This is an optimization exercise on Yosys and OpenROAD, whose aim is small area, not a production implementation. Where RTL was checked, it was by simulation tests only, not by an equivalence proof against the original. Power is estimated from default activity; no workload was simulated.

v33:
// pcs_10g_loopback
module pcs_10g_loopback (
	input  logic        tx_par_clk,
	input  logic        nreset,
	input  logic        rx_locked_i,
	input  logic [65:0] rx_par_data_i,
	output logic        rx_block_lock_o,
	output logic [65:0] tx_par_data_o
);
logic                 rx_ctrl;
logic [PAYLOAD_W-1:0] rx_payload;
logic [2:0]           dl_ctrl_q;
logic [PAYLOAD_W-1:0] dl1_q;
logic [PAYLOAD_W-1:0] dl2_q;
logic [PAYLOAD_W-1:0] dl3_q;
logic [1:0]           tx_rst_cnt_q;
logic                 tx_nreset;
pcs_rx u_pcs_rx (
	.tx_par_clk     (tx_par_clk),
	.nreset         (nreset),
	.serdes_lock_i  (rx_locked_i),
	.serdes_block_i (rx_par_data_i),
	.lock_o         (rx_block_lock_o),
	.ctrl_o         (rx_ctrl),
	.payload_o      (rx_payload)
);
always_ff @(posedge tx_par_clk) begin
	if (!nreset)
		tx_rst_cnt_q <= 2'b00;
	else
		tx_rst_cnt_q <= {tx_rst_cnt_q[1] | tx_rst_cnt_q[0], !tx_rst_cnt_q[1]};
end
  ...
For scale: roughly 12,000 µm² of cells after synthesis.
==> module pcs_block_lock, before the edit <==
module pcs_block_lock (
	input  logic       tx_par_clk,
	input  logic       nreset,
	input  logic       serdes_lock_i,
	input  logic [1:0] sync_i,
	output logic       hdr_ok_o,
	output logic       lock_d_o,
	output logic       lock_o
);
logic                  state_q;
logic                  state_d;
logic [LOCK_WIN_W-1:0] cnt_q;
logic [LOCK_BAD_W-1:0] bad_q;
logic                  hdr_valid;
logic                  cnt_end;
logic                  lose;
assign hdr_valid = sync_i[1] ^ sync_i[0];
localparam logic [5:0] CNT_LAST = 6'b100000;
logic [5:0] cnt_step;
assign cnt_step  = {cnt_q[4:0], cnt_q[5] ^ (cnt_q[4] || (cnt_q[3:0] == 4'h0))};
assign cnt_end   = (cnt_q == CNT_LAST);
assign lose      = !hdr_valid && (bad_q == LOCK_BAD_W'(LOCK_BAD_CNT - 1));
always_comb begin
	if (!nreset || !serdes_lock_i)
		state_d = 1'b0;
	else if (state_q)
		state_d = !lose;
	else
		state_d = hdr_valid && cnt_end;
end
always_ff @(posedge tx_par_clk) begin
	state_q <= state_d;
	if (!nreset || !serdes_lock_i)
		cnt_q <= '0;
	else if (state_q ? lose : !hdr_valid)
		cnt_q <= '0;
	else
		cnt_q <= cnt_step;
	if (!state_q || cnt_end)
		bad_q <= '0;
	else if (!hdr_valid)
		bad_q <= bad_q + 1'b1;
end
assign hdr_ok_o = hdr_valid;
assign lock_d_o = state_d;
assign lock_o   = state_q;
endmodule
export LEC_CHECK = 0
export CAP_MARGIN = 20
export CORE_MARGIN = 2
export CORE_UTILIZATION = 70
export PLACE_DENSITY = 0.8
export SLEW_MARGIN = 20
create_clock -name core_clock -period 6.4 [get_ports {tx_par_clk}]
standard.sh (not shown) runs the stock make flow with config.mk's settings and CLKGATE_MAP_FILE= SYNTH_SCRIPT=/design/flow/synth_recipe.tcl, a recipe that flattens the netlist after the stock synthesis.
==> flow/flow/run.sh <==
#!/bin/bash
# layout flow: the standard flow with an area-oriented ABC script (deepsyn, then
# area mapping twice) and no
# half-adder extraction, a
# peephole pass that folds inverters into xor/xnor cells, single-drive port
# buffers and a clock tree without dummy loads.
set -euo pipefail
export MY_ABC_SCRIPT=$PWD/flow/area.abc
# the synthesis script: ABC with flow/area.abc, and no half-adder extraction.
{ echo 'proc abc {args} { set i [lsearch $args -script]; lset args [expr {$i+1}] $::env(MY_ABC_SCRIPT); yosys abc {*}$args }'
  echo 'proc extract_fa {args} {}'
  cat synth_recipe.tcl; } > my_synth.tcl
sed "s#SYNTH_SCRIPT=[^ ]*#SYNTH_SCRIPT=$PWD/my_synth.tcl#" standard.sh > my_standard.sh
export BUFFER_PORTS_ARGS="-buffer_cell sky130_fd_sc_hd__buf_1"
export CTS_ARGS="-sink_clustering_enable -repair_clock_nets -dont_use_dummy_load -buf_list sky130_fd_sc_hd__buf_4 -sink_clustering_size 12 -sink_clustering_max_diameter 60"
RES=$PWD/orfs/results/sky130hd/pcs_10g_loopback/base
bash my_standard.sh $RES/1_2_yosys.v > synth.log 2>&1
cp $RES/1_2_yosys.v $RES/1_2_yosys.abc.v
python3 flow/peephole.py $RES/1_2_yosys.abc.v $RES/1_2_yosys.v > peephole.log 2>&1
bash my_standard.sh > standard.log 2>&1
Other scripts of this flow, unchanged in this note and not shown: flow/flow/area.abc, flow/flow/peephole.py
What v37 does differently from v33 at the input level:
diff --git a/flow/design.v b/flow/design.v
--- a/flow/design.v
+++ b/flow/design.v
@@ -72,6 +72,9 @@
 localparam logic [5:0] CNT_LAST = 6'b100000;
 logic [5:0] cnt_step;
-assign cnt_step  = {cnt_q[4:0], cnt_q[5] ^ (cnt_q[4] || (cnt_q[3:0] == 4'h0))};
-assign cnt_end   = (cnt_q == CNT_LAST);
+localparam logic [5:0] CNT_INV = 6'b010101;
+logic [5:0] cnt;
+assign cnt       = cnt_q ^ CNT_INV;
+assign cnt_step  = {cnt[4:0], cnt[5] ^ (cnt[4] || (cnt[3:0] == 4'h0))};
+assign cnt_end   = (cnt == CNT_LAST);
 assign lose      = !hdr_valid && (bad_q == LOCK_BAD_W'(LOCK_BAD_CNT - 1));
 always_comb begin
@@ -86,9 +89,9 @@
 	state_q <= state_d;
 	if (!nreset || !serdes_lock_i)
-		cnt_q <= '0;
+		cnt_q <= CNT_INV;
 	else if (state_q ? lose : !hdr_valid)
-		cnt_q <= '0;
+		cnt_q <= CNT_INV;
 	else
-		cnt_q <= cnt_step;
+		cnt_q <= cnt_step ^ CNT_INV;
 	if (!state_q || cnt_end)
 		bad_q <= '0;
==> results.txt <==
The higher path depth of the worst reg2reg path of v37 and v33 is in v37. The clock transition time at the flip-flop clock pins of the worst setup and hold paths on v33 is in line with that on v37. Shortest clock period the worst path allows after layout: higher on v33. Summary: with v33 as the reference, number of fill cells in the layout in v37 moved down slightly. Going from v33 to v37, the met2 track demand over resource was found to have gone down by 2.1 points. Looking at v37 and v33, the maximum clock frequency is a wash. Looking at v37 and v33, the proportion of power drawn by combinational gates is a wash. Post-route clock period utilization came out lower on v37 than on v33. Diff v33 -> v37: routed wire length -720 µm; hold slack climbed 0.013 ns. The pin count of the biggest net entering global routing on v37 is in line with that on v33. On clock network area share, v37 and v33 are basically level. v37 -> v33: floorplan die area flat.
Function not checked in v37: the RTL went through the layout flow alone.

-- what the ideal ports hide --
How much do the figures lean on ideal ports? The routed layouts below were timed once more, with nothing changed but the port constraints. Step 1 assumes that a clkbuf_16 drives the clock port and a buf_2 every other input. Step 2 times the ports against the registers' clock, not the clock port: input delays grow and output delays shrink by t, the midpoint of the rising clock arrivals with the driver on. Slacks: no drivers / after step 1 / after step 2; pairs: no drivers / after step 1.
| run | t, ns | slack for setup (ns) | worst setup path after step 2 | pins driven straight from the clock port |
|---|---|---|---|---|
| v33 | 0.559 | 1.547 / 1.551 / 0.991 | input to register | 1 |
| v37 | 0.572 | 1.561 / 1.567 / 0.995 | input to register | 1 |
After both steps every run listed still meets setup and hold. The setup slack of v37, which loses most, moves by +0.006 ns with the drivers and by -0.566 ns with both steps.
